Background: an optimization exercise with open tools, aiming at small area, a short achievable clock period and few clock cycles per item. Do not read the settings as production practice.
The RTL was checked by simulation tests, not by an equivalence proof against the original design.

## flow/design.v (module list and top-level ports; edited modules follow where they fit)
// module cos_input_port: 31 lines
// module mul_cs: 295 lines
// module sq_cs: 223 lines
// module term_c2: 235 lines
// module term_c5: 149 lines
// module term_c3: 163 lines
// module term_c6: 123 lines
// module term_c4: 125 lines
// module term_c7: 213 lines
// module term_add: 14 lines
// module cos_output_port: 46 lines
// module cos_taylor_top: 271 lines
module cos_taylor_top (
	input  logic                                    major_clk,
	input  logic                                    rst,
	input  logic                                    in_req,
	input  logic signed [cos_pkg::angle_width-1:0]  in_angle,
	output logic                                    in_ack,
	output logic                                    out_req,
	input  logic                                    out_ack,
	output logic signed [cos_pkg::result_width-1:0] out_result
);
  // ...
==> flow/run.sh <==
#!/bin/bash
# synth_recipe.tcl (not shown) runs the flow's synth.tcl, then flattens the netlist and writes it again
# the make line also repeats each setting of config.mk as NAME=value (left out here)
make -C /OpenROAD-flow-scripts/flow DESIGN_CONFIG=/design/flow/config.mk WORK_HOME=/design/flow/orfs CLKGATE_MAP_FILE= SYNTH_SCRIPT=/design/flow/synth_recipe.tcl finish
==> flow/config.mk <==
export PLATFORM = sky130hd
export DESIGN_NAME = cos_taylor_top
export DESIGN_NICKNAME = cos_taylor_top
export VERILOG_FILES = /design/flow/design.v
export SDC_FILE = /design/flow/constraint.sdc
export NUM_CORES = 4
export LEC_CHECK = 0
export CAP_MARGIN = 20
export CORE_MARGIN = 2
export CORE_UTILIZATION = 40
export PLACE_DENSITY = 0.6
export SLEW_MARGIN = 20
==> flow/constraint.sdc <==
create_clock -name core_clock -period 9.5 [get_ports {major_clk}]
set_input_delay 1.9000 -clock core_clock [delete_from_list [all_inputs] [get_ports {major_clk}]]
set_output_delay 1.9000 -clock core_clock [all_outputs]
set_load 0.01 [all_outputs]
==> metrics.md, run 1 <==
| Metric | Value |
|---|---|
| CP max stage cell | `dfxtp_1` |
| Post-Syn Nets | `10.2k` |
| Post-CTS sizing | `0` |
| Mapped Cells | `8,456` |
| Startpoint types | `flip-flop` |
| Met1 Use GR | `27.7%` |
| Top-count cell post-synth | `inv_1` |
| Compound-cell area share of the yosys netlist | `12.1%` |
| Hold Slack | `0.313 ns` |
| Synthesized area | `0.0875 mm²` |
| Slowest cell delay on critical path | `0.90 ns` |
| Register share of the cell area | `25.8%` |
| R2R depth | `12` |
| Final Setup Violations | `0` |
| Final Core Density | `43.7%` |
| Layout cells sized above 1 | `5.18%` |
| Post-synthesis sequential area ratio | `28.0%` |
| Initial Util | `40.3%` |
| MaxCap Viol Count | `0` |
| RD Place Congestion | `0.858` |
| Number of routed nets with antenna violations | `0` |
| Status | `finished clean` |
| Max-slew violations | `0` |
Testbench counts, summed over its fixed seeds: cycles 4,336, items 2,048.
==> module sq_cs, before the edit <==
module sq_cs (
	input  logic [15:0] a,
	output logic [17:0] r0,
	output logic [17:0] r1,
	output logic        cin
);
	wire s1 = ~(a[0] & a[15]) ^ (a[1] & a[14]);
	wire s2 = ~(a[0] & a[15]) & (a[1] & a[14]);
	wire s3 = (a[0] & a[11]) ^ (a[1] & a[10]);
	wire s4 = (a[0] & a[11]) & (a[1] & a[10]);
	wire s5 = (a[0] & a[12]) ^ (a[1] & a[11]);
	wire s6 = (a[0] & a[12]) & (a[1] & a[11]);
	wire s7 = (a[0] & a[13]) ^ (a[1] & a[12]) ^ (a[2] & a[11]);
	wire s8 = ((a[0] & a[13]) & (a[1] & a[12])) | ((a[0] & a[13]) & (a[2] & a[11])) | ((a[1] & a[12]) & (a[2] & a[11]));
	wire s9 = (a[3] & a[10]) ^ (a[4] & a[9]);
	wire s10 = (a[3] & a[10]) & (a[4] & a[9]);
	wire s11 = (a[0] & a[14]) ^ (a[1] & a[13]) ^ (a[2] & a[12]);
	wire s12 = ((a[0] & a[14]) & (a[1] & a[13])) | ((a[0] & a[14]) & (a[2] & a[12])) | ((a[1] & a[13]) & (a[2] & a[12]));
	wire s13 = (a[3] & a[11]) ^ (a[4] & a[10]);
	wire s14 = (a[3] & a[11]) & (a[4] & a[10]);
	wire s15 = (a[2] & a[13]) ^ (a[3] & a[12]) ^ (a[4] & a[11]);
	wire s16 = ((a[2] & a[13]) & (a[3] & a[12])) | ((a[2] & a[13]) & (a[4] & a[11])) | ((a[3] & a[12]) & (a[4] & a[11]));
	wire s17 = (a[5] & a[10]) ^ (a[6] & a[9]) ^ (a[7] & a[8]);
	wire s18 = ((a[5] & a[10]) & (a[6] & a[9])) | ((a[5] & a[10]) & (a[7] & a[8])) | ((a[6] & a[9]) & (a[7] & a[8]));
	wire s19 = a[8] ^ 1'b1;
	wire s20 = a[8] & 1'b1;
	wire s21 = ~(a[1] & a[15]) ^ (a[2] & a[14]) ^ (a[3] & a[13]);
	wire s22 = (~(a[1] & a[15]) & (a[2] & a[14])) | (~(a[1] & a[15]) & (a[3] & a[13])) | ((a[2] & a[14]) & (a[3] & a[13]));
	wire s23 = (a[4] & a[12]) ^ (a[5] & a[11]) ^ (a[6] & a[10]);
	wire s24 = ((a[4] & a[12]) & (a[5] & a[11])) | ((a[4] & a[12]) & (a[6] & a[10])) | ((a[5] & a[11]) & (a[6] & a[10]));
	wire s25 = (a[7] & a[9]) ^ s2;
	wire s26 = (a[7] & a[9]) & s2;
	wire s27 = ~(a[2] & a[15]) ^ (a[3] & a[14]) ^ (a[4] & a[13]);
	wire s28 = (~(a[2] & a[15]) & (a[3] & a[14])) | (~(a[2] & a[15]) & (a[4] & a[13])) | ((a[3] & a[14]) & (a[4] & a[13]));
	wire s29 = (a[5] & a[12]) ^ (a[6] & a[11]) ^ (a[7] & a[10]);
	wire s30 = ((a[5] & a[12]) & (a[6] & a[11])) | ((a[5] & a[12]) & (a[7] & a[10])) | ((a[6] & a[11]) & (a[7] & a[10]));
	wire s31 = (a[8] & a[9]) ^ a[9];
	wire s32 = (a[8] & a[9]) & a[9];
	wire s33 = ~(a[3] & a[15]) ^ (a[4] & a[14]) ^ (a[5] & a[13]);
	wire s34 = (~(a[3] & a[15]) & (a[4] & a[14])) | (~(a[3] & a[15]) & (a[5] & a[13])) | ((a[4] & a[14]) & (a[5] & a[13]));
	wire s35 = (a[6] & a[12]) ^ (a[7] & a[11]);
	wire s36 = (a[6] & a[12]) & (a[7] & a[11]);
	wire s37 = ~(a[4] & a[15]) ^ (a[5] & a[14]) ^ (a[6] & a[13]);
	wire s38 = (~(a[4] & a[15]) & (a[5] & a[14])) | (~(a[4] & a[15]) & (a[6] & a[13])) | ((a[5] & a[14]) & (a[6] & a[13]));
	wire s39 = (a[7] & a[12]) ^ (a[8] & a[11]);
	wire s40 = (a[7] & a[12]) & (a[8] & a[11]);
	wire s41 = ~(a[5] & a[15]) ^ (a[6] & a[14]);
	wire s42 = ~(a[5] & a[15]) & (a[6] & a[14]);
	wire s43 = ~(a[6] & a[15]) ^ (a[7] & a[14]);
	wire s44 = ~(a[6] & a[15]) & (a[7] & a[14]);
	wire s45 = (a[0] & a[7]) ^ (a[1] & a[6]);
	wire s46 = (a[0] & a[7]) & (a[1] & a[6]);
	wire s47 = (a[0] & a[8]) ^ (a[1] & a[7]);
	wire s48 = (a[0] & a[8]) & (a[1] & a[7]);
	wire s49 = (a[0] & a[9]) ^ (a[1] & a[8]) ^ (a[2] & a[7]);
	wire s50 = ((a[0] & a[9]) & (a[1] & a[8])) | ((a[0] & a[9]) & (a[2] & a[7])) | ((a[1] & a[8]) & (a[2] & a[7]));
	wire s51 = (a[3] & a[6]) ^ (a[4] & a[5]);
	wire s52 = (a[3] & a[6]) & (a[4] & a[5]);
	wire s53 = (a[0] & a[10]) ^ (a[1] & a[9]) ^ (a[2] & a[8]);
	wire s54 = ((a[0] & a[10]) & (a[1] & a[9])) | ((a[0] & a[10]) & (a[2] & a[8])) | ((a[1] & a[9]) & (a[2] & a[8]));
	wire s55 = (a[3] & a[7]) ^ (a[4] & a[6]);
	wire s56 = (a[3] & a[7]) & (a[4] & a[6]);
	wire s57 = (a[2] & a[9]) ^ (a[3] & a[8]) ^ (a[4] & a[7]);
	wire s58 = ((a[2] & a[9]) & (a[3] & a[8])) | ((a[2] & a[9]) & (a[4] & a[7])) | ((a[3] & a[8]) & (a[4] & a[7]));
	wire s59 = (a[5] & a[6]) ^ a[6] ^ s3;
	wire s60 = ((a[5] & a[6]) & a[6]) | ((a[5] & a[6]) & s3) | (a[6] & s3);
	wire s61 = (a[2] & a[10]) ^ (a[3] & a[9]) ^ (a[4] & a[8]);
	wire s62 = ((a[2] & a[10]) & (a[3] & a[9])) | ((a[2] & a[10]) & (a[4] & a[8])) | ((a[3] & a[9]) & (a[4] & a[8]));
	wire s63 = (a[5] & a[7]) ^ s4 ^ s5;
	wire s64 = ((a[5] & a[7]) & s4) | ((a[5] & a[7]) & s5) | (s4 & s5);
	wire s65 = (a[5] & a[8]) ^ (a[6] & a[7]) ^ a[7];
	wire s66 = ((a[5] & a[8]) & (a[6] & a[7])) | ((a[5] & a[8]) & a[7]) | ((a[6] & a[7]) & a[7]);
	wire s67 = s6 ^ s7 ^ s9;
	wire s68 = (s6 & s7) | (s6 & s9) | (s7 & s9);
	wire s69 = (a[5] & a[9]) ^ (a[6] & a[8]) ^ s8;
	wire s70 = ((a[5] & a[9]) & (a[6] & a[8])) | ((a[5] & a[9]) & s8) | ((a[6] & a[8]) & s8);
	wire s71 = s10 ^ s11 ^ s13;
	wire s72 = (s10 & s11) | (s10 & s13) | (s11 & s13);
	wire s73 = s1 ^ s12 ^ s14;
	wire s74 = (s1 & s12) | (s1 & s14) | (s12 & s14);
	wire s75 = s15 ^ s17 ^ s19;
	wire s76 = (s15 & s17) | (s15 & s19) | (s17 & s19);
	wire s77 = s16 ^ s18 ^ s20;
	wire s78 = (s16 & s18) | (s16 & s20) | (s18 & s20);
	wire s79 = s21 ^ s23 ^ s25;
	wire s80 = (s21 & s23) | (s21 & s25) | (s23 & s25);
	wire s81 = s22 ^ s24 ^ s26;
	wire s82 = (s22 & s24) | (s22 & s26) | (s24 & s26);
	wire s83 = s27 ^ s29 ^ s31;
	wire s84 = (s27 & s29) | (s27 & s31) | (s29 & s31);
	wire s85 = (a[8] & a[10]) ^ s28 ^ s30;
	wire s86 = ((a[8] & a[10]) & s28) | ((a[8] & a[10]) & s30) | (s28 & s30);
	wire s87 = s32 ^ s33 ^ s35;
	wire s88 = (s32 & s33) | (s32 & s35) | (s33 & s35);
	wire s89 = (a[9] & a[10]) ^ a[10] ^ s34;
	wire s90 = ((a[9] & a[10]) & a[10]) | ((a[9] & a[10]) & s34) | (a[10] & s34);
	wire s91 = s36 ^ s37 ^ s39;
	wire s92 = (s36 & s37) | (s36 & s39) | (s37 & s39);
	wire s93 = (a[7] & a[13]) ^ (a[8] & a[12]) ^ (a[9] & a[11]);
	wire s94 = ((a[7] & a[13]) & (a[8] & a[12])) | ((a[7] & a[13]) & (a[9] & a[11])) | ((a[8] & a[12]) & (a[9] & a[11]));
	wire s95 = s38 ^ s40 ^ s41;
	wire s96 = (s38 & s40) | (s38 & s41) | (s40 & s41);
	wire s97 = (a[8] & a[13]) ^ (a[9] & a[12]) ^ (a[10] & a[11]);
	wire s98 = ((a[8] & a[13]) & (a[9] & a[12])) | ((a[8] & a[13]) & (a[10] & a[11])) | ((a[9] & a[12]) & (a[10] & a[11]));
	wire s99 = a[11] ^ s42 ^ s43;
	wire s100 = (a[11] & s42) | (a[11] & s43) | (s42 & s43);
	wire s101 = ~(a[7] & a[15]) ^ (a[8] & a[14]) ^ (a[9] & a[13]);
	wire s102 = (~(a[7] & a[15]) & (a[8] & a[14])) | (~(a[7] & a[15]) & (a[9] & a[13])) | ((a[8] & a[14]) & (a[9] & a[13]));
	wire s103 = (a[10] & a[12]) ^ s44;
	wire s104 = (a[10] & a[12]) & s44;
	wire s105 = ~(a[8] & a[15]) ^ (a[9] & a[14]) ^ (a[10] & a[13]);
	wire s106 = (~(a[8] & a[15]) & (a[9] & a[14])) | (~(a[8] & a[15]) & (a[10] & a[13])) | ((a[9] & a[14]) & (a[10] & a[13]));
	wire s107 = (a[11] & a[12]) ^ a[12];
	wire s108 = (a[11] & a[12]) & a[12];
	wire s109 = ~(a[9] & a[15]) ^ (a[10] & a[14]);
	wire s110 = ~(a[9] & a[15]) & (a[10] & a[14]);
	wire s111 = ~(a[10] & a[15]) ^ (a[11] & a[14]);
	wire s112 = ~(a[10] & a[15]) & (a[11] & a[14]);
	wire s113 = (a[0] & a[5]) ^ (a[1] & a[4]);
	wire s114 = (a[0] & a[5]) & (a[1] & a[4]);
	wire s115 = (a[0] & a[6]) ^ (a[1] & a[5]);
	wire s116 = (a[0] & a[6]) & (a[1] & a[5]);
	wire s117 = (a[2] & a[5]) ^ (a[3] & a[4]) ^ a[4];
	wire s118 = ((a[2] & a[5]) & (a[3] & a[4])) | ((a[2] & a[5]) & a[4]) | ((a[3] & a[4]) & a[4]);
	wire s119 = (a[2] & a[6]) ^ (a[3] & a[5]) ^ s46;
	wire s120 = ((a[2] & a[6]) & (a[3] & a[5])) | ((a[2] & a[6]) & s46) | ((a[3] & a[5]) & s46);
	wire s121 = a[5] ^ s48 ^ s49;
	wire s122 = (a[5] & s48) | (a[5] & s49) | (s48 & s49);
	wire s123 = s50 ^ s52 ^ s53;
	wire s124 = (s50 & s52) | (s50 & s53) | (s52 & s53);
	wire s125 = s54 ^ s56 ^ s57;
	wire s126 = (s54 & s56) | (s54 & s57) | (s56 & s57);
	wire s127 = s58 ^ s60 ^ s61;
	wire s128 = (s58 & s60) | (s58 & s61) | (s60 & s61);
	wire s129 = s62 ^ s64 ^ s65;
	wire s130 = (s62 & s64) | (s62 & s65) | (s64 & s65);
	wire s131 = s66 ^ s68 ^ s69;
	wire s132 = (s66 & s68) | (s66 & s69) | (s68 & s69);
	wire s133 = s70 ^ s72 ^ s73;
	wire s134 = (s70 & s72) | (s70 & s73) | (s72 & s73);
	wire s135 = s74 ^ s76 ^ s77;
	wire s136 = (s74 & s76) | (s74 & s77) | (s76 & s77);
	wire s137 = s78 ^ s80 ^ s81;
	wire s138 = (s78 & s80) | (s78 & s81) | (s80 & s81);
	wire s139 = s82 ^ s84 ^ s85;
	wire s140 = (s82 & s84) | (s82 & s85) | (s84 & s85);
	wire s141 = s86 ^ s88 ^ s89;
	wire s142 = (s86 & s88) | (s86 & s89) | (s88 & s89);
	wire s143 = s90 ^ s92 ^ s93;
	wire s144 = (s90 & s92) | (s90 & s93) | (s92 & s93);
	wire s145 = s94 ^ s96 ^ s97;
	wire s146 = (s94 & s96) | (s94 & s97) | (s96 & s97);
	wire s147 = s98 ^ s100 ^ s101;
	wire s148 = (s98 & s100) | (s98 & s101) | (s100 & s101);
	wire s149 = s102 ^ s104 ^ s105;
	wire s150 = (s102 & s104) | (s102 & s105) | (s104 & s105);
	wire s151 = (a[11] & a[13]) ^ s106 ^ s108;
	wire s152 = ((a[11] & a[13]) & s106) | ((a[11] & a[13]) & s108) | (s106 & s108);
	wire s153 = (a[12] & a[13]) ^ a[13] ^ s110;
	wire s154 = ((a[12] & a[13]) & a[13]) | ((a[12] & a[13]) & s110) | (a[13] & s110);
	wire s155 = ~(a[11] & a[15]) ^ (a[12] & a[14]);
	wire s156 = ~(a[11] & a[15]) & (a[12] & a[14]);
	wire s157 = ~(a[12] & a[15]) ^ (a[13] & a[14]);
	wire s158 = ~(a[12] & a[15]) & (a[13] & a[14]);
	wire s159 = (a[0] & a[3]) ^ (a[1] & a[2]);
	wire s160 = (a[0] & a[3]) & (a[1] & a[2]);
	wire s161 = (a[0] & a[4]) ^ (a[1] & a[3]);
	wire s162 = (a[0] & a[4]) & (a[1] & a[3]);
	wire s163 = (a[2] & a[3]) ^ a[3] ^ s113;
	wire s164 = ((a[2] & a[3]) & a[3]) | ((a[2] & a[3]) & s113) | (a[3] & s113);
	wire s165 = (a[2] & a[4]) ^ s114 ^ s115;
	wire s166 = ((a[2] & a[4]) & s114) | ((a[2] & a[4]) & s115) | (s114 & s115);
	wire s167 = s45 ^ s116 ^ s117;
	wire s168 = (s45 & s116) | (s45 & s117) | (s116 & s117);
	wire s169 = s47 ^ s118 ^ s119;
	wire s170 = (s47 & s118) | (s47 & s119) | (s118 & s119);
	wire s171 = s51 ^ s120 ^ s121;
	wire s172 = (s51 & s120) | (s51 & s121) | (s120 & s121);
	wire s173 = s55 ^ s122 ^ s123;
	wire s174 = (s55 & s122) | (s55 & s123) | (s122 & s123);
	wire s175 = s59 ^ s124 ^ s125;
	wire s176 = (s59 & s124) | (s59 & s125) | (s124 & s125);
	wire s177 = s63 ^ s126 ^ s127;
	wire s178 = (s63 & s126) | (s63 & s127) | (s126 & s127);
	wire s179 = s67 ^ s128 ^ s129;
	wire s180 = (s67 & s128) | (s67 & s129) | (s128 & s129);
	wire s181 = s71 ^ s130 ^ s131;
	wire s182 = (s71 & s130) | (s71 & s131) | (s130 & s131);
	wire s183 = s75 ^ s132 ^ s133;
	wire s184 = (s75 & s132) | (s75 & s133) | (s132 & s133);
	wire s185 = s79 ^ s134 ^ s135;
	wire s186 = (s79 & s134) | (s79 & s135) | (s134 & s135);
	wire s187 = s83 ^ s136 ^ s137;
	wire s188 = (s83 & s136) | (s83 & s137) | (s136 & s137);
	wire s189 = s87 ^ s138 ^ s139;
	wire s190 = (s87 & s138) | (s87 & s139) | (s138 & s139);
	wire s191 = s91 ^ s140 ^ s141;
	wire s192 = (s91 & s140) | (s91 & s141) | (s140 & s141);
	wire s193 = s95 ^ s142 ^ s143;
	wire s194 = (s95 & s142) | (s95 & s143) | (s142 & s143);
	wire s195 = s99 ^ s144 ^ s145;
	wire s196 = (s99 & s144) | (s99 & s145) | (s144 & s145);
	wire s197 = s103 ^ s146 ^ s147;
	wire s198 = (s103 & s146) | (s103 & s147) | (s146 & s147);
	wire s199 = s107 ^ s148 ^ s149;
	wire s200 = (s107 & s148) | (s107 & s149) | (s148 & s149);
	wire s201 = s109 ^ s150 ^ s151;
	wire s202 = (s109 & s150) | (s109 & s151) | (s150 & s151);
	wire s203 = s111 ^ s152 ^ s153;
	wire s204 = (s111 & s152) | (s111 & s153) | (s152 & s153);
	wire s205 = s112 ^ s154 ^ s155;
	wire s206 = (s112 & s154) | (s112 & s155) | (s154 & s155);
	wire s207 = a[14] ^ s156 ^ s157;
	wire s208 = (a[14] & s156) | (a[14] & s157) | (s156 & s157);
	wire s209 = ~(a[13] & a[15]) ^ s158;
	wire s210 = ~(a[13] & a[15]) & s158;
	wire s211 = ~(a[14] & a[15]) ^ a[15];
	wire s212 = ~(a[14] & a[15]) & a[15];
	wire [13:0] s_lo = 14'({s174, s172, s170, s168, s166, s164, s162, s160, a[2], (a[0] & a[2]), (a[0] & a[1]), 1'b0, a[0]}) + 14'({s175, s173, s171, s169, s167, s165, s163, s161, s159, 1'b0, a[1], 1'b0, 1'b0});
	assign r0 = {s210, s208, s206, s204, s202, s200, s198, s196, s194, s192, s190, s188, s186, s184, s182, s180, s178, s176};
	assign r1 = {s211, s209, s207, s205, s203, s201, s199, s197, s195, s193, s191, s189, s187, s185, s183, s181, s179, s177};
	assign cin = s_lo[13];
endmodule
==> module term_c2, before the edit <==
module term_c2 (
	input  logic [17:0] x,
	output logic [15:0] r0,
	output logic [15:0] r1,
	output logic        cin
);
	wire t1 = ~x[17] ^ x[15];
	wire t2 = ~x[17] & x[15];
	wire t3 = x[16] ^ x[14];
	wire t4 = x[16] & x[14];
	wire t5 = x[12] ^ x[10];
	wire t6 = x[12] & x[10];
	wire t7 = x[13] ^ x[11] ^ x[9];
	wire t8 = (x[13] & x[11]) | (x[13] & x[9]) | (x[11] & x[9]);
	wire t9 = x[14] ^ x[12] ^ x[10];
	wire t10 = (x[14] & x[12]) | (x[14] & x[10]) | (x[12] & x[10]);
	wire t11 = x[8] ^ x[6];
	wire t12 = x[8] & x[6];
	wire t13 = x[15] ^ x[13] ^ x[11];
	wire t14 = (x[15] & x[13]) | (x[15] & x[11]) | (x[13] & x[11]);
	wire t15 = x[9] ^ x[7] ^ x[5];
	wire t16 = (x[9] & x[7]) | (x[9] & x[5]) | (x[7] & x[5]);
	wire t17 = x[16] ^ x[14] ^ x[12];
	wire t18 = (x[16] & x[14]) | (x[16] & x[12]) | (x[14] & x[12]);
	wire t19 = x[10] ^ x[8] ^ x[6];
	wire t20 = (x[10] & x[8]) | (x[10] & x[6]) | (x[8] & x[6]);
	wire t21 = x[4] ^ x[2];
	wire t22 = x[4] & x[2];
	wire t23 = x[13] ^ x[11] ^ x[9];
	wire t24 = (x[13] & x[11]) | (x[13] & x[9]) | (x[11] & x[9]);
	wire t25 = x[7] ^ x[5] ^ x[3];
	wire t26 = (x[7] & x[5]) | (x[7] & x[3]) | (x[5] & x[3]);
	wire t27 = x[1] ^ 1'b1 ^ t1;
	wire t28 = (x[1] & 1'b1) | (x[1] & t1) | (1'b1 & t1);
	wire t29 = x[12] ^ x[10] ^ x[8];
	wire t30 = (x[12] & x[10]) | (x[12] & x[8]) | (x[10] & x[8]);
	wire t31 = x[6] ^ x[4] ^ x[2];
	wire t32 = (x[6] & x[4]) | (x[6] & x[2]) | (x[4] & x[2]);
	wire t33 = 1'b1 ^ t2 ^ t3;
	wire t34 = (1'b1 & t2) | (1'b1 & t3) | (t2 & t3);
	wire t35 = ~x[17] ^ x[15] ^ x[13];
	wire t36 = (~x[17] & x[15]) | (~x[17] & x[13]) | (x[15] & x[13]);
	wire t37 = x[11] ^ x[9] ^ x[7];
	wire t38 = (x[11] & x[9]) | (x[11] & x[7]) | (x[9] & x[7]);
	wire t39 = x[5] ^ x[3] ^ t4;
	wire t40 = (x[5] & x[3]) | (x[5] & t4) | (x[3] & t4);
	wire t41 = x[16] ^ x[14] ^ x[12];
	wire t42 = (x[16] & x[14]) | (x[16] & x[12]) | (x[14] & x[12]);
	wire t43 = x[10] ^ x[8] ^ x[6];
	wire t44 = (x[10] & x[8]) | (x[10] & x[6]) | (x[8] & x[6]);
	wire t45 = x[4] ^ 1'b1;
	wire t46 = x[4] & 1'b1;
	wire t47 = ~x[17] ^ x[15] ^ x[13];
	wire t48 = (~x[17] & x[15]) | (~x[17] & x[13]) | (x[15] & x[13]);
	wire t49 = x[11] ^ x[9] ^ x[7];
	wire t50 = (x[11] & x[9]) | (x[11] & x[7]) | (x[9] & x[7]);
	wire t51 = x[16] ^ x[14] ^ x[12];
	wire t52 = (x[16] & x[14]) | (x[16] & x[12]) | (x[14] & x[12]);
	wire t53 = x[10] ^ x[8];
	wire t54 = x[10] & x[8];
	wire t55 = ~x[17] ^ x[15] ^ x[13];
	wire t56 = (~x[17] & x[15]) | (~x[17] & x[13]) | (x[15] & x[13]);
	wire t57 = x[16] ^ x[14];
	wire t58 = x[16] & x[14];
	wire t59 = x[8] ^ x[6];
	wire t60 = x[8] & x[6];
	wire t61 = x[9] ^ x[7] ^ x[5];
	wire t62 = (x[9] & x[7]) | (x[9] & x[5]) | (x[7] & x[5]);
	wire t63 = x[10] ^ x[8] ^ x[6];
	wire t64 = (x[10] & x[8]) | (x[10] & x[6]) | (x[8] & x[6]);
	wire t65 = x[4] ^ x[2];
	wire t66 = x[4] & x[2];
	wire t67 = x[11] ^ x[9] ^ x[7];
	wire t68 = (x[11] & x[9]) | (x[11] & x[7]) | (x[9] & x[7]);
	wire t69 = x[5] ^ x[3] ^ x[1];
	wire t70 = (x[5] & x[3]) | (x[5] & x[1]) | (x[3] & x[1]);
	wire t71 = x[8] ^ x[6] ^ x[4];
	wire t72 = (x[8] & x[6]) | (x[8] & x[4]) | (x[6] & x[4]);
	wire t73 = x[2] ^ x[0] ^ t5;
	wire t74 = (x[2] & x[0]) | (x[2] & t5) | (x[0] & t5);
	wire t75 = x[7] ^ x[5] ^ x[3];
	wire t76 = (x[7] & x[5]) | (x[7] & x[3]) | (x[5] & x[3]);
	wire t77 = x[1] ^ t6 ^ t7;
	wire t78 = (x[1] & t6) | (x[1] & t7) | (t6 & t7);
	wire t79 = x[4] ^ x[2] ^ x[0];
	wire t80 = (x[4] & x[2]) | (x[4] & x[0]) | (x[2] & x[0]);
	wire t81 = t8 ^ t9 ^ t11;
	wire t82 = (t8 & t9) | (t8 & t11) | (t9 & t11);
	wire t83 = x[3] ^ x[1] ^ t10;
	wire t84 = (x[3] & x[1]) | (x[3] & t10) | (x[1] & t10);
	wire t85 = t12 ^ t13 ^ t15;
	wire t86 = (t12 & t13) | (t12 & t15) | (t13 & t15);
	wire t87 = x[0] ^ t14 ^ t16;
	wire t88 = (x[0] & t14) | (x[0] & t16) | (t14 & t16);
	wire t89 = t17 ^ t19 ^ t21;
	wire t90 = (t17 & t19) | (t17 & t21) | (t19 & t21);
	wire t91 = t18 ^ t20 ^ t22;
	wire t92 = (t18 & t20) | (t18 & t22) | (t20 & t22);
	wire t93 = t23 ^ t25 ^ t27;
	wire t94 = (t23 & t25) | (t23 & t27) | (t25 & t27);
	wire t95 = t24 ^ t26 ^ t28;
	wire t96 = (t24 & t26) | (t24 & t28) | (t26 & t28);
	wire t97 = t29 ^ t31 ^ t33;
	wire t98 = (t29 & t31) | (t29 & t33) | (t31 & t33);
	wire t99 = t30 ^ t32 ^ t34;
	wire t100 = (t30 & t32) | (t30 & t34) | (t32 & t34);
	wire t101 = t35 ^ t37 ^ t39;
	wire t102 = (t35 & t37) | (t35 & t39) | (t37 & t39);
	wire t103 = t36 ^ t38 ^ t40;
	wire t104 = (t36 & t38) | (t36 & t40) | (t38 & t40);
	wire t105 = t41 ^ t43 ^ t45;
	wire t106 = (t41 & t43) | (t41 & t45) | (t43 & t45);
	wire t107 = x[5] ^ t42 ^ t44;
	wire t108 = (x[5] & t42) | (x[5] & t44) | (t42 & t44);
	wire t109 = t46 ^ t47 ^ t49;
	wire t110 = (t46 & t47) | (t46 & t49) | (t47 & t49);
	wire t111 = x[6] ^ 1'b1 ^ t48;
	wire t112 = (x[6] & 1'b1) | (x[6] & t48) | (1'b1 & t48);
	wire t113 = t50 ^ t51 ^ t53;
	wire t114 = (t50 & t51) | (t50 & t53) | (t51 & t53);
	wire t115 = x[11] ^ x[9] ^ x[7];
	wire t116 = (x[11] & x[9]) | (x[11] & x[7]) | (x[9] & x[7]);
	wire t117 = t52 ^ t54 ^ t55;
	wire t118 = (t52 & t54) | (t52 & t55) | (t54 & t55);
	wire t119 = x[12] ^ x[10] ^ x[8];
	wire t120 = (x[12] & x[10]) | (x[12] & x[8]) | (x[10] & x[8]);
	wire t121 = 1'b1 ^ t56 ^ t57;
	wire t122 = (1'b1 & t56) | (1'b1 & t57) | (t56 & t57);
	wire t123 = ~x[17] ^ x[15] ^ x[13];
	wire t124 = (~x[17] & x[15]) | (~x[17] & x[13]) | (x[15] & x[13]);
	wire t125 = x[11] ^ x[9] ^ t58;
	wire t126 = (x[11] & x[9]) | (x[11] & t58) | (x[9] & t58);
	wire t127 = x[16] ^ x[14] ^ x[12];
	wire t128 = (x[16] & x[14]) | (x[16] & x[12]) | (x[14] & x[12]);
	wire t129 = x[10] ^ 1'b1;
	wire t130 = x[10] & 1'b1;
	wire t131 = ~x[17] ^ x[15] ^ x[13];
	wire t132 = (~x[17] & x[15]) | (~x[17] & x[13]) | (x[15] & x[13]);
	wire t133 = x[6] ^ x[4];
	wire t134 = x[6] & x[4];
	wire t135 = x[7] ^ x[5] ^ x[3];
	wire t136 = (x[7] & x[5]) | (x[7] & x[3]) | (x[5] & x[3]);
	wire t137 = x[4] ^ x[2] ^ x[0];
	wire t138 = (x[4] & x[2]) | (x[4] & x[0]) | (x[2] & x[0]);
	wire t139 = x[3] ^ x[1] ^ t60;
	wire t140 = (x[3] & x[1]) | (x[3] & t60) | (x[1] & t60);
	wire t141 = x[0] ^ t62 ^ t63;
	wire t142 = (x[0] & t62) | (x[0] & t63) | (t62 & t63);
	wire t143 = t64 ^ t66 ^ t67;
	wire t144 = (t64 & t66) | (t64 & t67) | (t66 & t67);
	wire t145 = t68 ^ t70 ^ t71;
	wire t146 = (t68 & t70) | (t68 & t71) | (t70 & t71);
	wire t147 = t72 ^ t74 ^ t75;
	wire t148 = (t72 & t74) | (t72 & t75) | (t74 & t75);
	wire t149 = t76 ^ t78 ^ t79;
	wire t150 = (t76 & t78) | (t76 & t79) | (t78 & t79);
	wire t151 = t80 ^ t82 ^ t83;
	wire t152 = (t80 & t82) | (t80 & t83) | (t82 & t83);
	wire t153 = t84 ^ t86 ^ t87;
	wire t154 = (t84 & t86) | (t84 & t87) | (t86 & t87);
	wire t155 = t88 ^ t90 ^ t91;
	wire t156 = (t88 & t90) | (t88 & t91) | (t90 & t91);
	wire t157 = t92 ^ t94 ^ t95;
	wire t158 = (t92 & t94) | (t92 & t95) | (t94 & t95);
	wire t159 = t96 ^ t98 ^ t99;
	wire t160 = (t96 & t98) | (t96 & t99) | (t98 & t99);
	wire t161 = t100 ^ t102 ^ t103;
	wire t162 = (t100 & t102) | (t100 & t103) | (t102 & t103);
	wire t163 = t104 ^ t106 ^ t107;
	wire t164 = (t104 & t106) | (t104 & t107) | (t106 & t107);
	wire t165 = t108 ^ t110 ^ t111;
	wire t166 = (t108 & t110) | (t108 & t111) | (t110 & t111);
	wire t167 = t112 ^ t114 ^ t115;
	wire t168 = (t112 & t114) | (t112 & t115) | (t114 & t115);
	wire t169 = t116 ^ t118 ^ t119;
	wire t170 = (t116 & t118) | (t116 & t119) | (t118 & t119);
	wire t171 = t120 ^ t122 ^ t123;
	wire t172 = (t120 & t122) | (t120 & t123) | (t122 & t123);
	wire t173 = t124 ^ t126 ^ t127;
	wire t174 = (t124 & t126) | (t124 & t127) | (t126 & t127);
	wire t175 = x[11] ^ t128 ^ t130;
	wire t176 = (x[11] & t128) | (x[11] & t130) | (t128 & t130);
	wire t177 = x[4] ^ x[2];
	wire t178 = x[4] & x[2];
	wire t179 = x[5] ^ x[3] ^ x[1];
	wire t180 = (x[5] & x[3]) | (x[5] & x[1]) | (x[3] & x[1]);
	wire t181 = x[2] ^ x[0] ^ t133;
	wire t182 = (x[2] & x[0]) | (x[2] & t133) | (x[0] & t133);
	wire t183 = x[1] ^ t134 ^ t135;
	wire t184 = (x[1] & t134) | (x[1] & t135) | (t134 & t135);
	wire t185 = t59 ^ t136 ^ t137;
	wire t186 = (t59 & t136) | (t59 & t137) | (t136 & t137);
	wire t187 = t61 ^ t138 ^ t139;
	wire t188 = (t61 & t138) | (t61 & t139) | (t138 & t139);
	wire t189 = t65 ^ t140 ^ t141;
	wire t190 = (t65 & t140) | (t65 & t141) | (t140 & t141);
	wire t191 = t69 ^ t142 ^ t143;
	wire t192 = (t69 & t142) | (t69 & t143) | (t142 & t143);
	wire t193 = t73 ^ t144 ^ t145;
	wire t194 = (t73 & t144) | (t73 & t145) | (t144 & t145);
	wire t195 = t77 ^ t146 ^ t147;
	wire t196 = (t77 & t146) | (t77 & t147) | (t146 & t147);
	wire t197 = t81 ^ t148 ^ t149;
	wire t198 = (t81 & t148) | (t81 & t149) | (t148 & t149);
	wire t199 = t85 ^ t150 ^ t151;
	wire t200 = (t85 & t150) | (t85 & t151) | (t150 & t151);
	wire t201 = t89 ^ t152 ^ t153;
	wire t202 = (t89 & t152) | (t89 & t153) | (t152 & t153);
	wire t203 = t93 ^ t154 ^ t155;
	wire t204 = (t93 & t154) | (t93 & t155) | (t154 & t155);
	wire t205 = t97 ^ t156 ^ t157;
	wire t206 = (t97 & t156) | (t97 & t157) | (t156 & t157);
	wire t207 = t101 ^ t158 ^ t159;
	wire t208 = (t101 & t158) | (t101 & t159) | (t158 & t159);
	wire t209 = t105 ^ t160 ^ t161;
	wire t210 = (t105 & t160) | (t105 & t161) | (t160 & t161);
	wire t211 = t109 ^ t162 ^ t163;
	wire t212 = (t109 & t162) | (t109 & t163) | (t162 & t163);
	wire t213 = t113 ^ t164 ^ t165;
	wire t214 = (t113 & t164) | (t113 & t165) | (t164 & t165);
	wire t215 = t117 ^ t166 ^ t167;
	wire t216 = (t117 & t166) | (t117 & t167) | (t166 & t167);
	wire t217 = t121 ^ t168 ^ t169;
	wire t218 = (t121 & t168) | (t121 & t169) | (t168 & t169);
	wire t219 = t125 ^ t170 ^ t171;
	wire t220 = (t125 & t170) | (t125 & t171) | (t170 & t171);
	wire t221 = t129 ^ t172 ^ t173;
	wire t222 = (t129 & t172) | (t129 & t173) | (t172 & t173);
	wire t223 = t131 ^ t174 ^ t175;
	wire t224 = (t131 & t174) | (t131 & t175) | (t174 & t175);
	wire [12:0] t_lo = 13'({t190, t188, t186, t184, t182, t180, t178, x[0], x[3], x[2], x[1], x[0]}) + 13'({t191, t189, t187, t185, t183, t181, t179, t177, x[1], x[0], 1'b0, 1'b0});
	assign r0 = {t222, t220, t218, t216, t214, t212, t210, t208, t206, t204, t202, t200, t198, t196, t194, t192};
	assign r1 = {t223, t221, t219, t217, t215, t213, t211, t209, t207, t205, t203, t201, t199, t197, t195, t193};
	assign cin = t_lo[12];
endmodule
==> module term_c5, before the edit <==
module term_c5 (
	input  logic [17:0] x,
	output logic [15:0] r0,
	output logic [15:0] r1,
	output logic        cin
);
	wire t1 = ~x[16] ^ ~x[14];
	wire t2 = ~x[16] & ~x[14];
	wire t3 = x[17] ^ ~x[15] ^ x[12];
	wire t4 = (x[17] & ~x[15]) | (x[17] & x[12]) | (~x[15] & x[12]);
	wire t5 = ~x[16] ^ x[13];
	wire t6 = ~x[16] & x[13];
	wire t7 = ~x[11] ^ ~x[9];
	wire t8 = ~x[11] & ~x[9];
	wire t9 = ~x[12] ^ ~x[10];
	wire t10 = ~x[12] & ~x[10];
	wire t11 = ~x[13] ^ ~x[11] ^ x[8];
	wire t12 = (~x[13] & ~x[11]) | (~x[13] & x[8]) | (~x[11] & x[8]);
	wire t13 = ~x[2] ^ ~x[0];
	wire t14 = ~x[2] & ~x[0];
	wire t15 = ~x[14] ^ ~x[12] ^ x[9];
	wire t16 = (~x[14] & ~x[12]) | (~x[14] & x[9]) | (~x[12] & x[9]);
	wire t17 = ~x[3] ^ ~x[1];
	wire t18 = ~x[3] & ~x[1];
	wire t19 = ~x[15] ^ ~x[13] ^ x[10];
	wire t20 = (~x[15] & ~x[13]) | (~x[15] & x[10]) | (~x[13] & x[10]);
	wire t21 = ~x[4] ^ ~x[2];
	wire t22 = ~x[4] & ~x[2];
	wire t23 = x[11] ^ ~x[5] ^ ~x[3];
	wire t24 = (x[11] & ~x[5]) | (x[11] & ~x[3]) | (~x[5] & ~x[3]);
	wire t25 = ~x[0] ^ 1'b1 ^ t1;
	wire t26 = (~x[0] & 1'b1) | (~x[0] & t1) | (1'b1 & t1);
	wire t27 = ~x[6] ^ ~x[4] ^ ~x[1];
	wire t28 = (~x[6] & ~x[4]) | (~x[6] & ~x[1]) | (~x[4] & ~x[1]);
	wire t29 = 1'b1 ^ t2 ^ t3;
	wire t30 = (1'b1 & t2) | (1'b1 & t3) | (t2 & t3);
	wire t31 = ~x[7] ^ ~x[5] ^ ~x[2];
	wire t32 = (~x[7] & ~x[5]) | (~x[7] & ~x[2]) | (~x[5] & ~x[2]);
	wire t33 = 1'b1 ^ t4 ^ t5;
	wire t34 = (1'b1 & t4) | (1'b1 & t5) | (t4 & t5);
	wire t35 = x[17] ^ x[14] ^ ~x[8];
	wire t36 = (x[17] & x[14]) | (x[17] & ~x[8]) | (x[14] & ~x[8]);
	wire t37 = ~x[6] ^ ~x[3] ^ t6;
	wire t38 = (~x[6] & ~x[3]) | (~x[6] & t6) | (~x[3] & t6);
	wire t39 = x[15] ^ ~x[9] ^ ~x[7];
	wire t40 = (x[15] & ~x[9]) | (x[15] & ~x[7]) | (~x[9] & ~x[7]);
	wire t41 = ~x[4] ^ 1'b1;
	wire t42 = ~x[4] & 1'b1;
	wire t43 = x[16] ^ ~x[10] ^ ~x[8];
	wire t44 = (x[16] & ~x[10]) | (x[16] & ~x[8]) | (~x[10] & ~x[8]);
	wire t45 = ~x[5] ^ 1'b1;
	wire t46 = ~x[5] & 1'b1;
	wire t47 = ~x[17] ^ ~x[11] ^ ~x[9];
	wire t48 = (~x[17] & ~x[11]) | (~x[17] & ~x[9]) | (~x[11] & ~x[9]);
	wire t49 = ~x[12] ^ ~x[10];
	wire t50 = ~x[12] & ~x[10];
	wire t51 = ~x[13] ^ ~x[11];
	wire t52 = ~x[13] & ~x[11];
	wire t53 = ~x[14] ^ ~x[12];
	wire t54 = ~x[14] & ~x[12];
	wire t55 = ~x[15] ^ ~x[13];
	wire t56 = ~x[15] & ~x[13];
	wire t57 = x[6] ^ ~x[0];
	wire t58 = x[6] & ~x[0];
	wire t59 = x[7] ^ ~x[1] ^ t8;
	wire t60 = (x[7] & ~x[1]) | (x[7] & t8) | (~x[1] & t8);
	wire t61 = 1'b1 ^ t10 ^ t11;
	wire t62 = (1'b1 & t10) | (1'b1 & t11) | (t10 & t11);
	wire t63 = t12 ^ t14 ^ t15;
	wire t64 = (t12 & t14) | (t12 & t15) | (t14 & t15);
	wire t65 = t16 ^ t18 ^ t19;
	wire t66 = (t16 & t18) | (t16 & t19) | (t18 & t19);
	wire t67 = t20 ^ t22 ^ t23;
	wire t68 = (t20 & t22) | (t20 & t23) | (t22 & t23);
	wire t69 = t24 ^ t26 ^ t27;
	wire t70 = (t24 & t26) | (t24 & t27) | (t26 & t27);
	wire t71 = t28 ^ t30 ^ t31;
	wire t72 = (t28 & t30) | (t28 & t31) | (t30 & t31);
	wire t73 = t32 ^ t34 ^ t35;
	wire t74 = (t32 & t34) | (t32 & t35) | (t34 & t35);
	wire t75 = t36 ^ t38 ^ t39;
	wire t76 = (t36 & t38) | (t36 & t39) | (t38 & t39);
	wire t77 = t40 ^ t42 ^ t43;
	wire t78 = (t40 & t42) | (t40 & t43) | (t42 & t43);
	wire t79 = ~x[6] ^ t44 ^ t46;
	wire t80 = (~x[6] & t44) | (~x[6] & t46) | (t44 & t46);
	wire t81 = ~x[7] ^ 1'b1 ^ t48;
	wire t82 = (~x[7] & 1'b1) | (~x[7] & t48) | (1'b1 & t48);
	wire t83 = ~x[8] ^ 1'b1 ^ t50;
	wire t84 = (~x[8] & 1'b1) | (~x[8] & t50) | (1'b1 & t50);
	wire t85 = ~x[9] ^ 1'b1 ^ t52;
	wire t86 = (~x[9] & 1'b1) | (~x[9] & t52) | (1'b1 & t52);
	wire t87 = ~x[10] ^ 1'b1 ^ t54;
	wire t88 = (~x[10] & 1'b1) | (~x[10] & t54) | (1'b1 & t54);
	wire t89 = ~x[2] ^ ~x[0];
	wire t90 = ~x[2] & ~x[0];
	wire t91 = ~x[3] ^ ~x[1];
	wire t92 = ~x[3] & ~x[1];
	wire t93 = ~x[4] ^ ~x[2];
	wire t94 = ~x[4] & ~x[2];
	wire t95 = ~x[5] ^ ~x[3] ^ x[0];
	wire t96 = (~x[5] & ~x[3]) | (~x[5] & x[0]) | (~x[3] & x[0]);
	wire t97 = ~x[6] ^ ~x[4] ^ x[1];
	wire t98 = (~x[6] & ~x[4]) | (~x[6] & x[1]) | (~x[4] & x[1]);
	wire t99 = ~x[7] ^ ~x[5] ^ x[2];
	wire t100 = (~x[7] & ~x[5]) | (~x[7] & x[2]) | (~x[5] & x[2]);
	wire t101 = ~x[8] ^ ~x[6] ^ x[3];
	wire t102 = (~x[8] & ~x[6]) | (~x[8] & x[3]) | (~x[6] & x[3]);
	wire t103 = ~x[9] ^ ~x[7] ^ x[4];
	wire t104 = (~x[9] & ~x[7]) | (~x[9] & x[4]) | (~x[7] & x[4]);
	wire t105 = ~x[10] ^ ~x[8] ^ x[5];
	wire t106 = (~x[10] & ~x[8]) | (~x[10] & x[5]) | (~x[8] & x[5]);
	wire t107 = 1'b1 ^ t7 ^ t57;
	wire t108 = (1'b1 & t7) | (1'b1 & t57) | (t7 & t57);
	wire t109 = t9 ^ t58 ^ t59;
	wire t110 = (t9 & t58) | (t9 & t59) | (t58 & t59);
	wire t111 = t13 ^ t60 ^ t61;
	wire t112 = (t13 & t60) | (t13 & t61) | (t60 & t61);
	wire t113 = t17 ^ t62 ^ t63;
	wire t114 = (t17 & t62) | (t17 & t63) | (t62 & t63);
	wire t115 = t21 ^ t64 ^ t65;
	wire t116 = (t21 & t64) | (t21 & t65) | (t64 & t65);
	wire t117 = t25 ^ t66 ^ t67;
	wire t118 = (t25 & t66) | (t25 & t67) | (t66 & t67);
	wire t119 = t29 ^ t68 ^ t69;
	wire t120 = (t29 & t68) | (t29 & t69) | (t68 & t69);
	wire t121 = t33 ^ t70 ^ t71;
	wire t122 = (t33 & t70) | (t33 & t71) | (t70 & t71);
	wire t123 = t37 ^ t72 ^ t73;
	wire t124 = (t37 & t72) | (t37 & t73) | (t72 & t73);
	wire t125 = t41 ^ t74 ^ t75;
	wire t126 = (t41 & t74) | (t41 & t75) | (t74 & t75);
	wire t127 = t45 ^ t76 ^ t77;
	wire t128 = (t45 & t76) | (t45 & t77) | (t76 & t77);
	wire t129 = t47 ^ t78 ^ t79;
	wire t130 = (t47 & t78) | (t47 & t79) | (t78 & t79);
	wire t131 = t49 ^ t80 ^ t81;
	wire t132 = (t49 & t80) | (t49 & t81) | (t80 & t81);
	wire t133 = t51 ^ t82 ^ t83;
	wire t134 = (t51 & t82) | (t51 & t83) | (t82 & t83);
	wire t135 = t53 ^ t84 ^ t85;
	wire t136 = (t53 & t84) | (t53 & t85) | (t84 & t85);
	wire t137 = t55 ^ t86 ^ t87;
	wire t138 = (t55 & t86) | (t55 & t87) | (t86 & t87);
	wire [12:0] t_lo = 13'({t104, t102, t100, t98, t96, t94, t92, t90, 1'b1, ~x[1], ~x[0], 1'b0}) + 13'({t105, t103, t101, t99, t97, t95, t93, t91, t89, 1'b0, 1'b1, 1'b0});
	assign r0 = {t136, t134, t132, t130, t128, t126, t124, t122, t120, t118, t116, t114, t112, t110, t108, t106};
	assign r1 = {t137, t135, t133, t131, t129, t127, t125, t123, t121, t119, t117, t115, t113, t111, t109, t107};
	assign cin = t_lo[12];
endmodule
==> module term_add, before the edit <==
module term_add (
	input  logic [result_width-1:0] acc,
	input  logic                    en,     
	input  logic [result_width-1:0] r0,     
	input  logic [result_width-1:0] r1,
	input  logic                    cin,
	output logic [result_width-1:0] sum
);
	logic [result_width:0]   t;
	logic [result_width-1:0] term;
	assign t    = {r0, 1'b1} + {r1, cin};
	assign term = t[result_width:1];
	assign sum  = acc + (en ? term : '0);
endmodule
==> inputs of run 2 (changes only) <==
--- a/flow/design.v
+++ b/flow/design.v
@@ -42,8 +42,8 @@
 	input  logic [7:0]  one,
 	input  logic [7:0]  two,
 	input  logic [7:0]  neg,
-	output logic [17:0] r0,
-	output logic [17:0] r1,
+	output logic [24:0] r0,
+	output logic [24:0] r1,
 	output logic        cin
 );
 	wire b = x[17] ^ neg[7];
@@ -327,10 +327,11 @@
 	wire m278 = (~(((one[6] | two[6]) & x[17]) ^ neg[6]) & (((one[7] & x[16]) | (two[7] & x[15])) ^ neg[7])) | (~(((one[6] | two[6]) & x[17]) ^ neg[6]) & m216) | ((((one[7] & x[16]) | (two[7] & x[15])) ^ neg[7]) & m216);
 	wire m279 = (((one[7] & x[17]) | (two[7] & x[16])) ^ neg[7]) ^ 1'b1;
 	wire m280 = (((one[7] & x[17]) | (two[7] & x[16])) ^ neg[7]) & 1'b1;
-	wire [15:0] m_lo = 16'({m244, m242, m240, m238, m236, m234, m232, m230, m228, m226, m224, m222, m220, m218, b}) + 16'({m245, m243, m241, m239, m237, m235, m233, m231, m229, m227, m225, m223, m221, m219, m217});
-	assign r0 = {~(((one[7] | two[7]) & x[17]) ^ neg[7]), m278, m276, m274, m272, m270, m268, m266, m264, m262, m260, m258, m256, m254, m252, m250, m248, m246};
-	assign r1 = {m280, m279, m277, m275, m273, m271, m269, m267, m265, m263, m261, m259, m257, m255, m253, m251, m249, m247};
-	assign cin = m_lo[15];
+	wire m_co;
+	carry_pfx #(.W(8)) u_m_co (.a({m230, m228, m226, m224, m222, m220, m218, b}), .b({m231, m229, m227, m225, m223, m221, m219, m217}), .co(m_co));
+	assign r0 = {~(((one[7] | two[7]) & x[17]) ^ neg[7]), m278, m276, m274, m272, m270, m268, m266, m264, m262, m260, m258, m256, m254, m252, m250, m248, m246, m244, m242, m240, m238, m236, m234, m232};
+	assign r1 = {m280, m279, m277, m275, m273, m271, m269, m267, m265, m263, m261, m259, m257, m255, m253, m251, m249, m247, m245, m243, m241, m239, m237, m235, m233};
+	assign cin = m_co;
 endmodule
 module sq_cs (
 	input  logic [15:0] a,
@@ -550,10 +551,11 @@
 	wire s210 = ~(a[13] & a[15]) & s158;
 	wire s211 = ~(a[14] & a[15]) ^ a[15];
 	wire s212 = ~(a[14] & a[15]) & a[15];
-	wire [13:0] s_lo = 14'({s174, s172, s170, s168, s166, s164, s162, s160, a[2], (a[0] & a[2]), (a[0] & a[1]), 1'b0, a[0]}) + 14'({s175, s173, s171, s169, s167, s165, s163, s161, s159, 1'b0, a[1], 1'b0, 1'b0});
+	wire s_co;
+	carry_pfx #(.W(13)) u_s_co (.a({s174, s172, s170, s168, s166, s164, s162, s160, a[2], (a[0] & a[2]), (a[0] & a[1]), 1'b0, a[0]}), .b({s175, s173, s171, s169, s167, s165, s163, s161, s159, 1'b0, a[1], 1'b0, 1'b0}), .co(s_co));
 	assign r0 = {s210, s208, s206, s204, s202, s200, s198, s196, s194, s192, s190, s188, s186, s184, s182, s180, s178, s176};
 	assign r1 = {s211, s209, s207, s205, s203, s201, s199, s197, s195, s193, s191, s189, s187, s185, s183, s181, s179, s177};
-	assign cin = s_lo[13];
+	assign cin = s_co;
 endmodule
 `timescale 1ns/1ps
 module term_c2 (
@@ -786,10 +788,11 @@
 	wire t222 = (t129 & t172) | (t129 & t173) | (t172 & t173);
 	wire t223 = t131 ^ t174 ^ t175;
 	wire t224 = (t131 & t174) | (t131 & t175) | (t174 & t175);
-	wire [12:0] t_lo = 13'({t190, t188, t186, t184, t182, t180, t178, x[0], x[3], x[2], x[1], x[0]}) + 13'({t191, t189, t187, t185, t183, t181, t179, t177, x[1], x[0], 1'b0, 1'b0});
+	wire t_co;
+	carry_pfx #(.W(12)) u_t_co (.a({t190, t188, t186, t184, t182, t180, t178, x[0], x[3], x[2], x[1], x[0]}), .b({t191, t189, t187, t185, t183, t181, t179, t177, x[1], x[0], 1'b0, 1'b0}), .co(t_co));
 	assign r0 = {t222, t220, t218, t216, t214, t212, t210, t208, t206, t204, t202, t200, t198, t196, t194, t192};
 	assign r1 = {t223, t221, t219, t217, t215, t213, t211, t209, t207, t205, t203, t201, t199, t197, t195, t193};
-	assign cin = t_lo[12];
+	assign cin = t_co;
 endmodule
 module term_c5 (
 	input  logic [17:0] x,
@@ -935,10 +938,11 @@
 	wire t136 = (t53 & t84) | (t53 & t85) | (t84 & t85);
 	wire t137 = t55 ^ t86 ^ t87;
 	wire t138 = (t55 & t86) | (t55 & t87) | (t86 & t87);
-	wire [12:0] t_lo = 13'({t104, t102, t100, t98, t96, t94, t92, t90, 1'b1, ~x[1], ~x[0], 1'b0}) + 13'({t105, t103, t101, t99, t97, t95, t93, t91, t89, 1'b0, 1'b1, 1'b0});
+	wire t_co;
+	carry_pfx #(.W(12)) u_t_co (.a({t104, t102, t100, t98, t96, t94, t92, t90, 1'b1, ~x[1], ~x[0], 1'b0}), .b({t105, t103, t101, t99, t97, t95, t93, t91, t89, 1'b0, 1'b1, 1'b0}), .co(t_co));
 	assign r0 = {t136, t134, t132, t130, t128, t126, t124, t122, t120, t118, t116, t114, t112, t110, t108, t106};
 	assign r1 = {t137, t135, t133, t131, t129, t127, t125, t123, t121, t119, t117, t115, t113, t111, t109, t107};
-	assign cin = t_lo[12];
+	assign cin = t_co;
 endmodule
 module term_c3 (
 	input  logic [17:0] x,
@@ -1098,10 +1102,11 @@
 	wire t150 = (t59 & t104) | (t59 & t105) | (t104 & t105);
 	wire t151 = t63 ^ t106 ^ t107;
 	wire t152 = (t63 & t106) | (t63 & t107) | (t106 & t107);
-	wire [12:0] t_lo = 13'({t118, t116, t114, t112, t110, t65, x[4], x[3], x[2], x[1], x[0], 1'b0}) + 13'({t119, t117, t115, t113, t111, t109, x[1], x[0], 1'b0, 1'b0, 1'b0, 1'b0});
+	wire t_co;
+	carry_pfx #(.W(12)) u_t_co (.a({t118, t116, t114, t112, t110, t65, x[4], x[3], x[2], x[1], x[0], 1'b0}), .b({t119, t117, t115, t113, t111, t109, x[1], x[0], 1'b0, 1'b0, 1'b0, 1'b0}), .co(t_co));
 	assign r0 = {t150, t148, t146, t144, t142, t140, t138, t136, t134, t132, t130, t128, t126, t124, t122, t120};
 	assign r1 = {t151, t149, t147, t145, t143, t141, t139, t137, t135, t133, t131, t129, t127, t125, t123, t121};
-	assign cin = t_lo[12];
+	assign cin = t_co;
 endmodule
 module term_c6 (
 	input  logic [17:0] x,
@@ -1221,10 +1226,11 @@
 	wire t110 = (1'b1 & t60) | (1'b1 & t61) | (t60 & t61);
 	wire t111 = 1'b1 ^ t62 ^ t63;
 	wire t112 = (1'b1 & t62) | (1'b1 & t63) | (t62 & t63);
-	wire [12:0] t_lo = 13'({t78, t76, t74, t72, t70, t68, t66, 1'b1, ~x[2], ~x[1], ~x[0], 1'b0}) + 13'({t79, t77, t75, t73, t71, t69, t67, t65, 1'b0, 1'b0, 1'b1, 1'b0});
+	wire t_co;
+	carry_pfx #(.W(12)) u_t_co (.a({t78, t76, t74, t72, t70, t68, t66, 1'b1, ~x[2], ~x[1], ~x[0], 1'b0}), .b({t79, t77, t75, t73, t71, t69, t67, t65, 1'b0, 1'b0, 1'b1, 1'b0}), .co(t_co));
 	assign r0 = {t110, t108, t106, t104, t102, t100, t98, t96, t94, t92, t90, t88, t86, t84, t82, t80};
 	assign r1 = {t111, t109, t107, t105, t103, t101, t99, t97, t95, t93, t91, t89, t87, t85, t83, t81};
-	assign cin = t_lo[12];
+	assign cin = t_co;
 endmodule
 module term_c4 (
 	input  logic [17:0] x,
@@ -1346,10 +1352,11 @@
 	wire t112 = (t35 & t62) | (t35 & t63) | (t62 & t63);
 	wire t113 = t37 ^ t64 ^ t65;
 	wire t114 = (t37 & t64) | (t37 & t65) | (t64 & t65);
-	wire [11:0] t_lo = 12'({t80, t78, t76, t74, t72, t70, t68, 1'b1, x[1], x[0], 1'b0}) + 12'({t81, t79, t77, t75, t73, t71, t69, t67, 1'b0, 1'b0, 1'b0});
+	wire t_co;
+	carry_pfx #(.W(11)) u_t_co (.a({t80, t78, t76, t74, t72, t70, t68, 1'b1, x[1], x[0], 1'b0}), .b({t81, t79, t77, t75, t73, t71, t69, t67, 1'b0, 1'b0, 1'b0}), .co(t_co));
 	assign r0 = {t112, t110, t108, t106, t104, t102, t100, t98, t96, t94, t92, t90, t88, t86, t84, t82};
 	assign r1 = {t113, t111, t109, t107, t105, t103, t101, t99, t97, t95, t93, t91, t89, t87, t85, t83};
-	assign cin = t_lo[11];
+	assign cin = t_co;
 endmodule
 module term_c7 (
 	input  logic [17:0] x,
@@ -1559,13 +1566,42 @@
 	wire t200 = (t101 & t148) | (t101 & t149) | (t148 & t149);
 	wire t201 = t102 ^ t150 ^ t151;
 	wire t202 = (t102 & t150) | (t102 & t151) | (t150 & t151);
-	wire [14:0] t_lo = 15'({t168, t166, t164, t162, t160, t158, t156, t154, t103, x[4], x[3], x[2], x[1], x[0]}) + 15'({t169, t167, t165, t163, t161, t159, t157, t155, t153, x[1], x[0], 1'b0, 1'b0, 1'b0});
+	wire t_co;
+	carry_pfx #(.W(14)) u_t_co (.a({t168, t166, t164, t162, t160, t158, t156, t154, t103, x[4], x[3], x[2], x[1], x[0]}), .b({t169, t167, t165, t163, t161, t159, t157, t155, t153, x[1], x[0], 1'b0, 1'b0, 1'b0}), .co(t_co));
 	assign r0 = {t200, t198, t196, t194, t192, t190, t188, t186, t184, t182, t180, t178, t176, t174, t172, t170};
 	assign r1 = {t201, t199, t197, t195, t193, t191, t189, t187, t185, t183, t181, t179, t177, t175, t173, t171};
-	assign cin = t_lo[14];
+	assign cin = t_co;
 endmodule
 `timescale 1ns/1ps
 import cos_pkg::*;
+module add_pfx #(
+	parameter int W = 16
+) (
+	input  logic [W-1:0] a,
+	input  logic [W-1:0] b,
+	input  logic         cin,
+	output logic [W-1:0] s
+);
+	localparam int L = (W <= 2) ? 1 : (W <= 4) ? 2 : (W <= 8) ? 3 : (W <= 16) ? 4 : (W <= 32) ? 5 : 6;
+	logic [W-1:0] g [0:L];
+	logic [W-1:0] p [0:L];
+	logic [W-1:0] h;
+	assign h    = a ^ b;
+	assign g[0] = (a & b) | ({{(W-1){1'b0}}, cin} & h);
+	assign p[0] = h;
+	for (genvar l = 0; l < L; l++) begin : g_lvl
+		for (genvar i = 0; i < W; i++) begin : g_bit
+			if (i >= (1 << l)) begin : g_op
+				assign g[l+1][i] = g[l][i] | (p[l][i] & g[l][i-(1<<l)]);
+				assign p[l+1][i] = p[l][i] & p[l][i-(1<<l)];
+			end else begin : g_pass
+				assign g[l+1][i] = g[l][i];
+				assign p[l+1][i] = p[l][i];
+			end
+		end
+	end
+	assign s = h ^ {g[L][W-2:0], cin};
+endmodule
 module term_add (
 	input  logic [result_width-1:0] acc,
 	input  logic                    en,     
@@ -1574,11 +1610,42 @@
 	input  logic                    cin,
 	output logic [result_width-1:0] sum
 );
-	logic [result_width:0]   t;
-	logic [result_width-1:0] term;
-	assign t    = {r0, 1'b1} + {r1, cin};
-	assign term = t[result_width:1];
-	assign sum  = acc + (en ? term : '0);
+	logic [result_width-1:0] a, b, x, m;
+	assign a = en ? r0 : '0;
+	assign b = en ? r1 : '0;
+	assign x = acc ^ a ^ b;
+	assign m = (acc & a) | (acc & b) | (a & b);
+	add_pfx #(.W(result_width)) u_add (
+		.a   (x),
+		.b   ({m[result_width-2:0], 1'b0}),
+		.cin (en && cin),
+		.s   (sum)
+	);
+endmodule
+module carry_pfx #(
+	parameter int W = 16
+) (
+	input  logic [W-1:0] a,
+	input  logic [W-1:0] b,
+	output logic         co
+);
+	localparam int L = (W <= 2) ? 1 : (W <= 4) ? 2 : (W <= 8) ? 3 : (W <= 16) ? 4 : (W <= 32) ? 5 : 6;
+	logic [W-1:0] g [0:L];
+	logic [W-1:0] p [0:L];
+	assign g[0] = a & b;
+	assign p[0] = a ^ b;
+	for (genvar l = 0; l < L; l++) begin : g_lvl
+		for (genvar i = 0; i < W; i++) begin : g_bit
+			if (i >= (1 << l)) begin : g_op
+				assign g[l+1][i] = g[l][i] | (p[l][i] & g[l][i-(1<<l)]);
+				assign p[l+1][i] = p[l][i] & p[l][i-(1<<l)];
+			end else begin : g_pass
+				assign g[l+1][i] = g[l][i];
+				assign p[l+1][i] = p[l][i];
+			end
+		end
+	end
+	assign co = g[L][W-1];
 endmodule
 `timescale 1ns/1ps
 import cos_pkg::*;
@@ -1640,7 +1707,9 @@
 	input  logic                                    out_ack,
 	output logic signed [cos_pkg::result_width-1:0] out_result
 );
-	localparam int NM = 6;   
+	localparam int NM = 6;    
+	localparam int LC = 8;    
+	localparam int CW = 33 - LC;
 	function automatic logic [23:0] booth(input logic [15:0] a);
 		logic [16:0] e;
 		logic [7:0]  one, two, neg;
@@ -1690,11 +1759,9 @@
 			q1_a  <= a0_ang;
 		end
 	end
-	logic [18:0] p2_t;
 	logic [17:0] new_x;
 	logic [15:0] new_acc;
-	assign p2_t    = {q1_r0, 1'b1} + {q1_r1, q1_c};
-	assign new_x   = p2_t[18:1];
+	add_pfx #(.W(18)) u_p2 (.a(q1_r0), .b(q1_r1), .cin(q1_c), .s(new_x));
 	assign new_acc = 16'h4000 - {new_x[13:0], 2'b00};
 	logic        ra_v   [1:NM];
 	logic        ra_p2  [1:NM];    
@@ -1705,8 +1772,8 @@
 	logic        rb_v   [1:NM];
 	logic        rb_p2  [1:NM];
 	logic        rb_pk  [1:NM];
-	logic [17:0] rb_s   [1:NM];
-	logic [17:0] rb_c   [1:NM];
+	logic [CW-1:0] rb_s [1:NM];
+	logic [CW-1:0] rb_c [1:NM];
 	logic        rb_ci  [1:NM];
 	logic [23:0] rb_bd  [1:NM];
 	logic [15:0] rb_acc [1:NM];
@@ -1719,8 +1786,8 @@
 	logic [23:0] r0_bd;
 	logic [15:0] r0_acc;
 	for (genvar m = 1; m <= NM; m++) begin : g_stage
-		logic [17:0] s, c;
-		logic        ci;
+		logic [CW-1:0] s, c;
+		logic          ci;
 		mul_cs u_mul (
 			.x   (ra_x[m]),
 			.one (ra_bd[m][7:0]),
@@ -1778,11 +1845,11 @@
 			rb_t1[m]  <= t1;
 			rb_tc[m]  <= tc;
 		end
-		logic [18:0] y_t;
-		logic [17:0] y;
-		logic [15:0] acc_n;
-		assign y_t = {rb_s[m], 1'b1} + {rb_c[m], rb_ci[m]};
-		assign y   = y_t[18:1];
+		logic [CW-1:0] yw;
+		logic [17:0]   y;
+		logic [15:0]   acc_n;
+		add_pfx #(.W(CW)) u_y (.a(rb_s[m]), .b(rb_c[m]), .cin(rb_ci[m]), .s(yw));
+		assign y = yw[CW-1:15-LC];
 		term_add u_add (
 			.acc (rb_acc[m]),
 			.en  (rb_tv[m]),
@@ -1815,7 +1882,7 @@
 			always_ff @(posedge major_clk) begin
 				r0_p2  <= rb_p2[m];
 				r0_pk  <= rb_pk[m];
-				r0_x   <= y;
+				r0_x   <= rb_pk[m] ? rb_bd[m][17:0] : y;   
 				r0_bd  <= rb_bd[m];
 				r0_acc <= acc_n;
 			end
@@ -1829,7 +1896,7 @@
 	assign leave  = r0_v && r0_p2 && credit &&
 	                (r0_pk ? (r0_bd[21:18] == pk_out) : (pk_in == pk_out));
 	assign recirc = r0_v && !leave;
-	assign p14    = r0_pk ? r0_bd[17:0] : r0_x;
+	assign p14    = r0_x;
 	always_ff @(posedge major_clk) begin
 		if (rst) begin
 			pk_in  <= '0;
--- a/flow/config.mk
+++ b/flow/config.mk
@@ -9,4 +9,5 @@
 export CORE_MARGIN = 2
 export CORE_UTILIZATION = 40
 export PLACE_DENSITY = 0.6
+export SETUP_SLACK_MARGIN = 5
 export SLEW_MARGIN = 20
==> run 2 against run 1 <==
Setup slack improved by 0.81 ns; first-iteration DRC count rose by 10%; via count fell by 3.4%; die area fell by 0.36%; non-clock buffer count fell by 23; still clean; register-to-register slack improved by 0.81 ns; flip-flop and latch count rose by 84; critical path depth fell by 3; cell count fell by 2.8%.
==> metrics.md, run 2 <==
| Metric | Value |
|---|---|
| Slowest cell delay on critical path | `0.82 ns (was 0.90 ns)` |
| CTS Buffer Depth | `3 (unchanged)` |
| Max Clock Skew | `0.0408 ns (was 0.0361 ns)` |
| Top-count cell post-synth | `inv_1 (unchanged)` |
| Fin crit share | `43.9% (was 52.4%)` |
| PortBufs | `37 (unchanged)` |
| Number of routed nets with antenna violations | `0 (unchanged)` |
| Initial Util | `40.2% (was 40.3%)` |
| MaxCap Viol Count | `0 (unchanged)` |
| Mapped Cells | `8,174 (was 8,456)` |
| R2R depth | `9 (was 12)` |
| CP max stage cell | `dfxtp_1 (unchanged)` |
| Final Setup Violations | `0 (unchanged)` |
| Status | `finished clean (unchanged)` |
| Top cells by count, synth | `inv_1, dfxtp_1, fa_1 (unchanged)` |
| Synthesized area | `0.0872 mm² (was 0.0875 mm²)` |
| Startpoint types | `flip-flop (unchanged)` |
| Max-slew violations | `0 (unchanged)` |
| Average routed wire per standard cell | `19.8 µm (about the same)` |
| Post-synthesis sequential area ratio | `30.1% (was 28.0%)` |
| First-pass GRT wire length | `346,000 µm (was 355,000 µm)` |
| EDFF count, synth | `101 (unchanged)` |
| Layout cells sized above 1 | `4.94% (was 5.18%)` |
| Post-Syn Nets | `9,912 (was 10.2k)` |
| Pin count of the biggest net entering global routing | `89 (was 71)` |
| Most common cell after layout, fill and taps aside | `inv_1 (unchanged)` |
| Reg-to-reg setup timing slack | `5.33 ns (was 4.52 ns)` |
| Ys flop type | `dfxtp_1 (unchanged)` |
| Die ar. | `0.222 mm² (about the same)` |
| RD Place Congestion | `0.866 (was 0.858)` |
| End of the critical path | `rb_c[3][6]$_DFF_P_ (was rb_ci[3]$_DFF_P_)` |
## run 2: cell count changes in the layout (fill, tap and decap cells not counted), moves of 22 or more
cell and change:
dfxtp_1 +86, inv_1 -73, ha_1 -61, and2_1 +55, fa_1 +51, nor3_1 -42
a21oi_1 -38, xnor2_1 -36, nor2_1 -27, buf_4 -25, nand2_1 -25, nand3_1 -25
or3_1 -22
## run 2: worst min-delay path by stage
stage | cells after the start | to | slack, ns
6_report | 0 | ra_bd[3][19]$_DFF_P_ | 0.30
5_1_grt | 0 | rb_acc[5][9]$_DFF_P_ | 0.32
4_1_cts | 0 | ra_bd[3][19]$_DFF_P_ | 0.30
3_5_place_dp | 0 | ra_p2[5]$_DFF_P_ | 0.31
3_3_place_gp | 0 | rb_acc[4][0]$_DFF_P_ | 0.31
2_1_floorplan | 0 | r0_acc[0]$_DFF_P_ | 0.31
## run 2: area by class of cell
type | instances | area, µm² | area share (%)
multi-input combinational | 5133 | 54300 | 57.4
tap | 2854 | 3570 | 3.78
timing repair buffer | 126 | 1060 | 1.12
clock buffer | 170 | 3680 | 3.90
clock inverter | 84 | 1160 | 1.22
inverter | 1217 | 4570 | 4.83
sequential | 1258 | 26200 | 27.7
antenna | 1 | 2.50 | 0.00265
## run 2: logic make-up after synthesis
group                    Yosys count  share of synthesized area, %
AO/OA/AOI/OAI                   1405                          11.1
XOR/XNOR                        1113                          11.2
adder cells (fa/ha/maj)         1718                          34.3
buffers and inverters           1783                          7.68
flip-flops                      1258                          30.1
multiplexers                      82                          1.01
AND/OR/NAND/NOR                  815                          4.66
## run 2: worst max-delay path: cells and delay by family (launching register included)
family                   cells  cell delay, ns
buffers and inverters        4            0.78
adder cells (fa/ha/maj)      5            2.43
flip-flops                   1            0.82
## run 2: what timing repair did
item | in CTS | in global routing
resized for setup | 0 | 2
hold buffers | 0 | 0
endpoints found under the setup margin | 0 | 21
## run 2: metal layers
metal / global-route usage [%] / routed length, µm / up-vias
met5: 0 / 0 / -
met4: 5.73 / 4900 / 0
met3: 3.11 / 13000 / 364
met2: 31.4 / 99800 / 1880
met1: 27.2 / 96800 / 28500
li1: - / - / 25600
## run 2: through the flow
stage | setup WS, ns | utilization, % | hold WS [ns] | instances
after global routing | 5.01 | 43.6 | 0.320 | 10800
after global placement | 5.23 | 41.3 | 0.310 | 10600
after detailed placement | 5.18 | 41.3 | 0.312 | 10600
final | 5.33 | 43.6 | 0.300 | 10800
after CTS | 5.13 | 43.6 | 0.299 | 10800
after floorplan | 5.83 | - | 0.310 | 8174
Testbench counts of run 2, summed over its fixed seeds: cycles 4,336, items 2,048.

==> port drivers added, routing unchanged <==
No port has a modelled driver above. Below, the same layouts with a new extraction and two added sets of constraints. Step 1: set_driving_cell puts a clkbuf_16 on major_clk and a buf_2 on each other input, an assumption about the parent block. Step 2 times the ports against the registers' clock, not the clock port: input delays grow and output delays shrink by t, the midpoint of the rising clock arrivals with the driver on. Slacks: ideal / step 1 / step 2; pairs: ideal / step 1.
run	t (ns)	setup slack, ns	hold WS [ns]	clock arrival spread, ns
run 1	0.865	4.525 / 4.525 / 4.525	0.313 / 0.313 / 0.313	0.045 / 0.045
run 2	0.858	5.334 / 5.334 / 5.334	0.300 / 0.300 / 0.300	0.043 / 0.042
After both steps setup and hold are still met in every run listed.
